Background: an optimization exercise with open tools, aiming at small area. Do not read the settings as production practice.
Function not checked in this run: the RTL went through the layout flow alone.
Power and IR drop assume default switching activity.

==> flow/design.v <==
package synth_pkg;
	localparam int NUM_OPS = 6;
endpackage
module wave_rom
(
	input logic [6:0] addr,
	output logic [6:0] data
);
	always_comb begin
		case (addr)
			7'd0: data = 7'd0;
			7'd1: data = 7'd3;
			7'd2: data = 7'd6;
			7'd3: data = 7'd9;
			7'd4: data = 7'd12;
			7'd5: data = 7'd16;
			7'd6: data = 7'd19;
			7'd7: data = 7'd22;
			7'd8: data = 7'd25;
			7'd9: data = 7'd28;
			7'd10: data = 7'd31;
			7'd11: data = 7'd34;
			7'd12: data = 7'd37;
			7'd13: data = 7'd40;
			7'd14: data = 7'd43;
			7'd15: data = 7'd46;
			7'd16: data = 7'd49;
			7'd17: data = 7'd51;
			7'd18: data = 7'd54;
			7'd19: data = 7'd57;
			7'd20: data = 7'd60;
			7'd21: data = 7'd63;
			7'd22: data = 7'd65;
			7'd23: data = 7'd68;
			7'd24: data = 7'd71;
			7'd25: data = 7'd73;
			7'd26: data = 7'd76;
			7'd27: data = 7'd78;
			7'd28: data = 7'd81;
			7'd29: data = 7'd83;
			7'd30: data = 7'd85;
			7'd31: data = 7'd88;
			7'd32: data = 7'd90;
			7'd33: data = 7'd92;
			7'd34: data = 7'd94;
			7'd35: data = 7'd96;
			7'd36: data = 7'd98;
			7'd37: data = 7'd100;
			7'd38: data = 7'd102;
			7'd39: data = 7'd104;
			7'd40: data = 7'd106;
			7'd41: data = 7'd107;
			7'd42: data = 7'd109;
			7'd43: data = 7'd111;
			7'd44: data = 7'd112;
			7'd45: data = 7'd113;
			7'd46: data = 7'd115;
			7'd47: data = 7'd116;
			7'd48: data = 7'd117;
			7'd49: data = 7'd118;
			7'd50: data = 7'd120;
			7'd51: data = 7'd121;
			7'd52: data = 7'd122;
			7'd53: data = 7'd122;
			7'd54: data = 7'd123;
			7'd55: data = 7'd124;
			7'd56: data = 7'd125;
			7'd57: data = 7'd125;
			7'd58: data = 7'd126;
			7'd59: data = 7'd126;
			7'd60: data = 7'd126;
			7'd61: data = 7'd127;
			7'd62: data = 7'd127;
			7'd63: data = 7'd127;
			7'd64: data = 7'd127;
			7'd65: data = 7'd127;
			7'd66: data = 7'd127;
			7'd67: data = 7'd127;
			7'd68: data = 7'd126;
			7'd69: data = 7'd126;
			7'd70: data = 7'd126;
			7'd71: data = 7'd125;
			7'd72: data = 7'd125;
			7'd73: data = 7'd124;
			7'd74: data = 7'd123;
			7'd75: data = 7'd122;
			7'd76: data = 7'd122;
			7'd77: data = 7'd121;
			7'd78: data = 7'd120;
			7'd79: data = 7'd118;
			7'd80: data = 7'd117;
			7'd81: data = 7'd116;
			7'd82: data = 7'd115;
			7'd83: data = 7'd113;
			7'd84: data = 7'd112;
			7'd85: data = 7'd111;
			7'd86: data = 7'd109;
			7'd87: data = 7'd107;
			7'd88: data = 7'd106;
			7'd89: data = 7'd104;
			7'd90: data = 7'd102;
			7'd91: data = 7'd100;
			7'd92: data = 7'd98;
			7'd93: data = 7'd96;
			7'd94: data = 7'd94;
			7'd95: data = 7'd92;
			7'd96: data = 7'd90;
			7'd97: data = 7'd88;
			7'd98: data = 7'd85;
			7'd99: data = 7'd83;
			7'd100: data = 7'd81;
			7'd101: data = 7'd78;
			7'd102: data = 7'd76;
			7'd103: data = 7'd73;
			7'd104: data = 7'd71;
			7'd105: data = 7'd68;
			7'd106: data = 7'd65;
			7'd107: data = 7'd63;
			7'd108: data = 7'd60;
			7'd109: data = 7'd57;
			7'd110: data = 7'd54;
			7'd111: data = 7'd51;
			7'd112: data = 7'd49;
			7'd113: data = 7'd46;
			7'd114: data = 7'd43;
			7'd115: data = 7'd40;
			7'd116: data = 7'd37;
			7'd117: data = 7'd34;
			7'd118: data = 7'd31;
			7'd119: data = 7'd28;
			7'd120: data = 7'd25;
			7'd121: data = 7'd22;
			7'd122: data = 7'd19;
			7'd123: data = 7'd16;
			7'd124: data = 7'd12;
			7'd125: data = 7'd9;
			7'd126: data = 7'd6;
			7'd127: data = 7'd3;
			default: data = 7'd0;
		endcase
	end
endmodule
module rip_add #(
	parameter int W = 16
) (
	input logic [W-1:0] a,
	input logic [W-1:0] b,
	input logic ci,
	output logic [W-1:0] s,
	output logic co
);
	logic [W:0] c;
	assign c[0] = ci;
	for (genvar i = 0; i < W; i++) begin : g_bit
		assign s[i] = a[i] ^ b[i] ^ c[i];
		assign c[i + 1] = (a[i] & b[i]) | (c[i] & (a[i] ^ b[i]));
	end
	assign co = c[W];
endmodule
module fm_voice (
	input logic clk37,
	input logic rst,
	input logic cmd_valid,
	input logic [31:0] cmd_data,
	output logic signed [15:0] sample,
	output logic sample_valid,
	output logic cmd_busy
);
	localparam int NOPS = synth_pkg::NUM_OPS;
	logic [2:0] s;
	logic [2:0] s3;  
	logic started;  
	logic z2, z1, z0;  
	logic clr_f;  
	logic clr_e;
	assign s3 = (s >= 3'd3) ? s - 3'd3 : s + 3'd3;
	always_ff @(posedge clk37) begin
		if (rst) begin
			s <= 3'd3;
			started <= 1'b0;
			z2 <= 1'b1;
			z1 <= 1'b1;
			z0 <= 1'b1;
		end else begin
			s <= (s == 3'd5) ? 3'd0 : s + 3'd1;
			if (s == 3'd1) started <= 1'b1;
			if (started && s == 3'd3) z2 <= 1'b0;
			z1 <= z2;
			z0 <= z1;
		end
	end
	assign clr_f = z0 && !started && (s[2] | (s[1] & s[0]));  
	assign clr_e = z2;
	logic [3:0] words_left;
	logic cur_env;  
	logic [2:0] cur_idx;
	logic gate;
	logic [5:0] mix_mask;
	logic [31:0] fld [1:7];  
	logic [31:0] last_q;  
	logic [2:0] eidx;  
	logic [2:0] fidx;  
	logic last_word;
	logic idx_ok;
	logic wr_env;
	logic wr_freq;
	assign cmd_busy = |words_left;
	assign last_word = cmd_valid && (words_left == 4'd1) && !rst;
	assign idx_ok = !(cur_idx[2] && cur_idx[1]);
	assign wr_env = last_word && idx_ok && cur_env;
	assign wr_freq = last_word && idx_ok && !cur_env;
	always_ff @(posedge clk37) begin
		if (rst) begin
			words_left <= '0;
			gate <= 1'b0;
			mix_mask <= '0;
		end else if (cmd_valid) begin
			if (cmd_busy) begin
				words_left <= words_left - 4'd1;
			end else begin
				cur_env <= cmd_data[31:24] == 8'd1;
				cur_idx <= cmd_data[18:16];
				if (cmd_data[31:24] == 8'd1) words_left <= 4'd8;
				if (cmd_data[31:24] == 8'd3) words_left <= 4'd1;
				if (cmd_data[31:24] == 8'd2) begin
					gate <= cmd_data[0];
					mix_mask <= cmd_data[13:8];
				end
			end
		end
	end
	always_ff @(posedge clk37) begin
		for (int m = 1; m < 8; m++) begin
			if (cmd_valid && words_left == 4'(9 - m)) fld[m] <= cmd_data;
		end
		if (last_word) last_q <= cmd_data;
		if (wr_env) eidx <= cur_idx;
		if (wr_freq) fidx <= cur_idx;
	end
	logic pend_a, pend_b, pend_f;
	logic live0, live3, pa0, pa3, pb3;
	logic flive0, flive3, pf0, pf3;
	logic ins_a0, ins_a3, ins_b3, ins_f0, ins_f3;
	logic [31:0] re_inc_w;
	logic [31:0] freq_w0, freq_w3;
	assign live0 = wr_env && cur_idx == s;
	assign live3 = wr_env && cur_idx == s3;
	assign pa0 = pend_a && eidx == s;
	assign pa3 = pend_a && eidx == s3;
	assign pb3 = pend_b && eidx == s3;
	assign flive0 = wr_freq && cur_idx == s;
	assign flive3 = wr_freq && cur_idx == s3;
	assign pf0 = pend_f && fidx == s;
	assign pf3 = pend_f && fidx == s3;
	assign ins_a0 = live0 || pa0;
	assign ins_a3 = live3 || pa3;
	assign ins_b3 = live3 || pb3;
	assign ins_f0 = flive0 || pf0;
	assign ins_f3 = flive3 || pf3;
	assign re_inc_w = wr_env ? cmd_data : last_q;
	assign freq_w0 = flive0 ? cmd_data : last_q;
	assign freq_w3 = flive3 ? cmd_data : last_q;
	always_ff @(posedge clk37) begin
		if (rst) begin
			pend_a <= 1'b0;
			pend_b <= 1'b0;
			pend_f <= 1'b0;
		end else begin
			pend_a <= (wr_env && !live0 && !live3) || (pend_a && !pa0 && !pa3);
			pend_b <= (wr_env && !live3) || (pend_b && !pb3);
			pend_f <= (wr_freq && !flive0 && !flive3) || (pend_f && !pf0 && !pf3);
		end
	end
	logic [95:0] pa [NOPS];  
	logic [127:0] pb [NOPS];  
	logic [31:0] pr [NOPS];  
	logic [31:0] pf [NOPS];  
	logic [95:0] a_w;
	logic [127:0] b_w;
	assign a_w = {fld[1], fld[2], fld[3]};
	assign b_w = {fld[4], fld[5], fld[6], fld[7]};
	always_ff @(posedge clk37) begin
		pa[0] <= pa[1];
		pa[1] <= pa[2];
		pa[2] <= ins_a3 ? a_w : (clr_e ? '0 : pa[3]);
		pa[3] <= pa[4];
		pa[4] <= pa[5];
		pa[5] <= ins_a0 ? a_w : (clr_e ? '0 : pa[0]);
		pr[0] <= pr[1];
		pr[1] <= pr[2];
		pr[2] <= ins_a3 ? re_inc_w : (clr_e ? '0 : pr[3]);
		pr[3] <= pr[4];
		pr[4] <= pr[5];
		pr[5] <= ins_a0 ? re_inc_w : (clr_e ? '0 : pr[0]);
		pb[0] <= pb[1];
		pb[1] <= pb[2];
		pb[2] <= ins_b3 ? b_w : (clr_e ? '0 : pb[3]);
		pb[3] <= pb[4];
		pb[4] <= pb[5];
		pb[5] <= pb[0];
		pf[0] <= pf[1];
		pf[1] <= pf[2];
		pf[2] <= ins_f3 ? freq_w3 : (clr_f ? '0 : pf[3]);
		pf[3] <= pf[4];
		pf[4] <= pf[5];
		pf[5] <= ins_f0 ? freq_w0 : (clr_f ? '0 : pf[0]);
	end
	logic [2:0] st_r [NOPS];
	logic [31:0] cnt_r [NOPS];
	logic [31:0] amp_r [NOPS];
	logic [31:0] ph_r [NOPS];
	logic gate_d1, gate_d2;
	always_ff @(posedge clk37) begin
		gate_d1 <= gate;
		gate_d2 <= gate_d1;
	end
	logic [15:0] ph_lo;
	logic ph_c;
	rip_add #(16) ph_lo_add (
		.a(z2 ? 16'd0 : ph_r[2][15:0]),
		.b(pf[2][15:0]),
		.ci(1'b0),
		.s(ph_lo),
		.co(ph_c)
	);
	logic [15:0] ph_hi;
	logic ph_cq;
	logic [2:0] st1;
	logic [15:0] isel1;
	logic [15:0] amp_lo;
	logic amp_c, amp_cq;
	rip_add #(16) ph_hi_add (
		.a(z1 ? 16'd0 : ph_r[1][31:16]),
		.b(pf[1][31:16]),
		.ci(ph_cq),
		.s(ph_hi),
		.co()
	);
	assign st1 = z1 ? 3'd0 : st_r[1];
	always_comb begin
		case (st1)
			3'd1: isel1 = pa[1][47:32];  
			3'd2: isel1 = pb[1][111:96];  
			default: isel1 = pr[1][15:0];  
		endcase
	end
	rip_add #(16) amp_lo_add (
		.a(amp_r[1][15:0]),
		.b(isel1),
		.ci(1'b0),
		.s(amp_lo),
		.co(amp_c)
	);
	always_ff @(posedge clk37) begin
		ph_cq <= ph_c;
		amp_cq <= amp_c;
	end
	logic [31:0] at_time, at_inc, de_time, de_inc, su_time, su_lvl, re_time, re_inc;
	assign {at_time, at_inc, de_time} = pa[0];
	assign {de_inc, su_time, su_lvl, re_time} = pb[0];
	assign re_inc = pr[0];
	logic [2:0] st;
	logic is_i, is_s, is_r;
	logic [31:0] tsel, amp_sum, cnt_inc;
	logic [15:0] isel0;
	logic eq, tr;
	logic [2:0] nst;
	logic [31:0] ncnt, namp;
	assign st = z0 ? 3'd0 : st_r[0];
	assign is_i = st == 3'd0;
	assign is_s = st == 3'd3;
	assign is_r = !(is_i || st == 3'd1 || st == 3'd2 || is_s);
	always_comb begin
		case (st)
			3'd1: tsel = at_time;
			3'd2: tsel = de_time;
			3'd3: tsel = su_time;
			default: tsel = re_time;
		endcase
		case (st)
			3'd1: isel0 = at_inc[31:16];
			3'd2: isel0 = de_inc[31:16];
			default: isel0 = re_inc[31:16];
		endcase
	end
	assign eq = cnt_r[0] == tsel;
	rip_add #(16) amp_hi_add (
		.a(amp_r[0][31:16]),
		.b(isel0),
		.ci(amp_cq),
		.s(amp_sum[31:16]),
		.co()
	);
	assign amp_sum[15:0] = amp_r[0][15:0];
	assign cnt_inc = cnt_r[0] + 32'd1;
	assign tr = is_r ? (eq || amp_sum[31]) : (eq || !gate_d2);
	always_comb begin
		if (is_i) nst = {2'b00, gate_d2};
		else if (!tr) nst = st;
		else if (is_r) nst = 3'd0;
		else if (gate_d2) nst = st + 3'd1;
		else nst = 3'd4;
	end
	assign ncnt = (is_i || tr) ? 32'd0 : cnt_inc;
	assign namp = is_s ? su_lvl : ((is_i || (is_r && tr)) ? 32'd0 : amp_sum);
	always_ff @(posedge clk37) begin
		for (int k = 0; k < NOPS - 1; k++) begin
			st_r[k] <= st_r[k + 1];
			cnt_r[k] <= cnt_r[k + 1];
			amp_r[k] <= amp_r[k + 1];
			ph_r[k] <= ph_r[k + 1];
		end
		ph_r[1][15:0] <= ph_lo;
		ph_r[0][31:16] <= ph_hi;
		amp_r[0][15:0] <= amp_lo;
		st_r[NOPS - 1] <= nst;
		cnt_r[NOPS - 1] <= ncnt;
		amp_r[NOPS - 1] <= namp;
		ph_r[NOPS - 1] <= ph_r[0];
	end
	logic [6:0] rom_data;
	logic signed [7:0] mag;
	logic signed [7:0] wave;
	logic signed [15:0] level;
	logic signed [18:0] acc;
	logic signed [26:0] base;
	logic signed [26:0] mac;
	wave_rom wave_rom_inst (
		.addr(ph_r[0][30:24]),
		.data(rom_data)
	);
	assign mag = {1'b0, rom_data};
	always_ff @(posedge clk37) begin
		wave <= !mix_mask[s] ? 8'sd0 : (ph_r[0][31] ? -mag : mag);
	end
	assign level = amp_r[NOPS - 1][31:16];
	assign base = {(s == 3'd1) ? 19'd0 : acc, 8'd0};
	assign mac = base + wave * level;
	always_ff @(posedge clk37) begin
		acc <= mac[26:8];
	end
	assign sample = acc[18:3];
	assign sample_valid = started && s == 3'd1;
endmodule
==> flow/run.sh <==
#!/bin/bash
# synth_recipe.tcl (not shown) runs the flow's synth.tcl, then flattens the netlist and writes it again
# the make line also repeats each setting of config.mk as NAME=value (left out here)
make -C /OpenROAD-flow-scripts/flow DESIGN_CONFIG=/design/flow/config.mk WORK_HOME=/design/flow/orfs CLKGATE_MAP_FILE= SYNTH_SCRIPT=/design/flow/synth_recipe.tcl finish
==> flow/config.mk <==
export PLATFORM = sky130hd
export DESIGN_NAME = fm_voice
export DESIGN_NICKNAME = fm_voice
export VERILOG_FILES = /design/flow/design.v
export SDC_FILE = /design/flow/constraint.sdc
export NUM_CORES = 4
export LEC_CHECK = 0
export CAP_MARGIN = 20
export CORE_MARGIN = 2
export CORE_UTILIZATION = 70
export PLACE_DENSITY = 0.8
export SLEW_MARGIN = 20
==> flow/constraint.sdc <==
create_clock -name core_clock -period 10.0 [get_ports {clk37}]
set_input_delay 2.0000 -clock core_clock [delete_from_list [all_inputs] [get_ports {clk37}]]
set_output_delay 2.0000 -clock core_clock [all_outputs]
set_load 0.01 [all_outputs]
==> run notes <==
==> power groups by stage <==
stage / logic [mW] / registers (mW) / clock network (mW)
finish: 0.245 / 10.7 / 8.89
global route: 0.257 / 10.7 / 9.37
CTS: 0.241 / 10.7 / 8.95
detailed placement: 0.237 / 11.0 / 0
global placement: 0.236 / 11.0 / 0
floorplan: 0.129 / 11.0 / 0
==> cell type report <==
| type | count | area [sq um] | area share (%) |
|---|---|---|---|
| diodes | 1 | 2.50 | 0.00294 |
| clock buffers | 318 | 6500 | 7.65 |
| clock inverters | 101 | 1160 | 1.37 |
| inverters | 196 | 736 | 0.865 |
| multi-input cells | 2640 | 18200 | 21.3 |
| flip-flops and latches | 2647 | 55700 | 65.5 |
| well taps | 1403 | 1760 | 2.06 |
| repair buffers | 119 | 1060 | 1.25 |
==> metal layers <==
metal,up-vias,GRT usage [%]
li1,18939,-
met1,20933,40.6
met2,1440,49.7
met3,294,4.59
met4,0,9.62
met5,-,0
==> worst max-delay path, stage by stage, from the launching register on <==
cell and delay, ns:
dfxtp_1 0.46, nand2b_1 0.26, inv_1 0.10, ha_1 0.26, and2_1 0.18, a22oi_1 0.20, nand2_1 0.09, fa_1 0.41
fa_1 0.46, fa_1 0.47, fa_1 0.46, fa_1 0.46, fa_1 0.43, fa_1 0.43, fa_1 0.42, fa_1 0.43
fa_1 0.42, fa_1 0.45, fa_1 0.44, fa_1 0.45, fa_1 0.44, fa_1 0.47, xnor2_2 0.23, xnor2_1 0.11
and2_2 0.28, a211oi_4 0.30, buf_4 0.35, nor2_2 0.07
==> cell families (layout without fill, tap and decap cells) <==
| group | Yosys count | count (layout) | synth area share (%) |
|---|---|---|---|
| xor+xnor | 107 | 107 | 1.24 |
| other cells | 0 | 1 | 0 |
| buf+inv | 460 | 734 | 2.55 |
| simple gates | 1660 | 1660 | 11.0 |
| mux | 81 | 81 | 1.16 |
| fa+ha+maj | 256 | 256 | 6.13 |
| compound gates | 536 | 536 | 4.36 |
| flops | 2647 | 2647 | 73.6 |
==> sequential cells by signal (all words and copies together) (netlist names), 3 cells and up <==
register and flops:
fld 224, cur_idx 3, pr 192, cnt_r 192, amp_r 192, eidx 3, mix_mask 6, rom_data 7
pb 768, wave 8, last_q 32, words_left 4, s 3, acc 19, pf 192, fidx 3
pa 576, ph_r 192, st_r 18
==> per-stage QoR <==
stage / hold slack (ns) / instance area (sq um)
6_report: 0.293 / 85000
5_1_grt: 0.296 / 85000
4_1_cts: 0.289 / 85000
3_5_place_dp: 0.312 / 77300
3_3_place_gp: 0.309 / 77300
2_1_floorplan: 0.310 / 75600
==> cells in the final DEF (no fill, tap or decap), types with 14 or more instances in the layout <==
cell type | Yosys | routed
a22o_1 | 15 | 14
inv_1 | 192 | 192
and3_1 | 18 | 18
nor2_2 | 30 | 30
and2_1 | 76 | 73
clkinv_2 | 0 | 49
nor2_1 | 188 | 186
a22oi_1 | 28 | 27
fa_1 | 191 | 191
buf_4 | 19 | 62
bufinv_16 | 0 | 20
nand3_1 | 116 | 115
xnor2_1 | 56 | 55
a21oi_1 | 65 | 65
clkbuf_16 | 0 | 229
clkbuf_8 | 0 | 44
nand3b_1 | 257 | 257
edfxtp_1 | 266 | 266
nand2_1 | 735 | 730
nand2b_1 | 162 | 162
dfxtp_1 | 2381 | 2380
a31oi_1 | 96 | 96
a211oi_1 | 26 | 26
clkbuf_1 | 187 | 45
clkdlybuf4s50_1 | 0 | 52
nor2b_1 | 27 | 27
ha_1 | 65 | 64
a32oi_1 | 22 | 22
o21ai_0 | 225 | 225
xor2_1 | 51 | 51
nor3_1 | 19 | 16
mux2i_1 | 75 | 75
==> worst paths after layout <==
kind                  startpoint                   end
max                z0$_SDFF_PP1_  amp_r[5][17]$_DFF_P_
min          ph_r[4][10]$_DFF_P_   ph_r[3][10]$_DFF_P_
max reg2reg        z0$_SDFF_PP1_  amp_r[5][17]$_DFF_P_
min reg2reg  ph_r[4][10]$_DFF_P_   ph_r[3][10]$_DFF_P_
==> impl_metrics.toml <==
[layout]
syn_to_final_growth_pct = 12.5
utilization_pct = 79.4
nets = 6117
layout.cells.non_filler = 7425
drive_above_1_share_pct = 8.54
fillers = 5657

[grt]
first_global_vias = 43492
grtUsageTotal_pct = 29.8
grt_pass1_wl_um = 252000
grt_overflow = 0
antenna_found_initial = 9
grt_max_degree = 193

[floorplan]
start_util_pct = 70.6
ios = 53
coreArea_sq_mm = 0.107
die_w_um = 333
die_area_sq_mm = 0.111
rows = 120
die_y_um = 333

[drt]
ant_nets = 0
wl_per_cell_um = 22.0
wl_um = 163000
drt_first_pass_iters = 6
drc_errors = 0
drt-initial-drc-count = 3859
dr_wl_met3_um = 9940
avgViaCountPerCell = 5.60
highest-signal-layer = "met4"
vias = 41606
wl_met1_um = 69400
wl_met2_um = 79900

[worst_setup_path]
crit_path_end_kind = "flip-flop"
r2r_slack_ns = 0.31
arrival_ns = 10.38
path_class = "reg2reg"
r2r.worst_path.cells = 27
start_kind = "flip-flop"
cp_max_fo = 15
cp.required_ns = 10.69

[synth]
synth_warnings = 20
synth_fp_nets = 6038
synthCells = 5747
ys.flop_type = "dfxtp_1"
synth_common_cells = "2381 x dfxtp_1, 735 x nand2_1, 266 x edfxtp_1, 257 x nand3b_1, 225 x o21ai_0"
synth_top_area_cell = "dfxtp_1"
synth.most_common_cell = "dfxtp_1"
ys_seq_area_share_pct = 73.6
async_flop_share_pct = 0
synth-seq-cells = 2647
synthesis.area_sq_mm = 0.0756
synth.area.top_cells = "dfxtp_1 63%, edfxtp_1 11%, fa_1 5.1%"
synth_edf_count = 266
synth.distinct_cells = 71
synth_top_area_share_pct = 63.0
postSynthAreaPerCell_sq_um = 13.2

[pwr]
seqPwrFrac_pct = 54.1
p_clk_share_pct = 44.7
switching_power_mw = 4.00
p_leak_nw = 33.9
swShare_pct = 20.1
peakVddDrop_uv = 175
power_frac_comb_pct = 1.2
powerDensity_mw_per_mm2 = 234
p_int_mw = 15.9
power_mw = 19.9

[job]
max_cap_viol_count = 0

[clocking]
clockRootBuffer = "clkbuf_16"
htree_levels = 4
cts_setup_buffers = 0
hold_buffers = 0
numCtsBuffers = 222
clk_path_buf_depth = 3
cts_resized = 0
cts.sinks = 2647
clock_latency_ns = 0.82
cts.clk_slew.worst_paths_ns = 0.06
cts_tree = "done"

[hold_path]
hold_depth = 0
hp-class = "reg2reg"

[place]
numPortBuffers = 52
dpl.hpwl_um = 89500
dp_cells = 7004
place_ws_ns = 0.163
gp_congestion = 0.836

[timing]
timing.final.ws_setup_ns = 0.309
hold_viol_final = 0
worstMarginPinSlew_ns = 1.12
setup_tns_ns = 0
maxSlewHeadroom_pct = 25.3
max_freq_mhz = 103
setup_viol = 0
clock_skew_ns = 0.0383
finalCritPeriodShare_pct = 96.9
slew_viol_final = 0
period_needed_ns = 9.69
rsz0062_at_grt = "false"

[outcome]
status = "complete, no violations"

==> what the ideal ports hide <==
The flow's constraints put no driver on any port. The routed layout listed below was extracted and timed again, unchanged, in two steps.
Step 1, drivers: a clkbuf_16 drives clk37 and a buf_2 each remaining input, both assumed.
Step 2 moves the port delays by t, midway between the first and last clock arrival at a register: inputs arrive t later, outputs are due t later. That takes back most of the time a late clock gives input paths.
a / b / c = no drivers / after step 1 / after step 2; a / b = the first two.
t, ns: 0.883
setup WS [ns]: 0.309 / 0.309 / 0.309
clock arrival spread, ns: 0.042 / 0.041
worst register clock-pin slew, ns: 0.07 / 0.07
cell pins on the clock port's net: 1
After both steps setup and hold are still met in this run. The setup slack of this run moves by 0.000 ns with the drivers and by 0.000 ns with both steps.
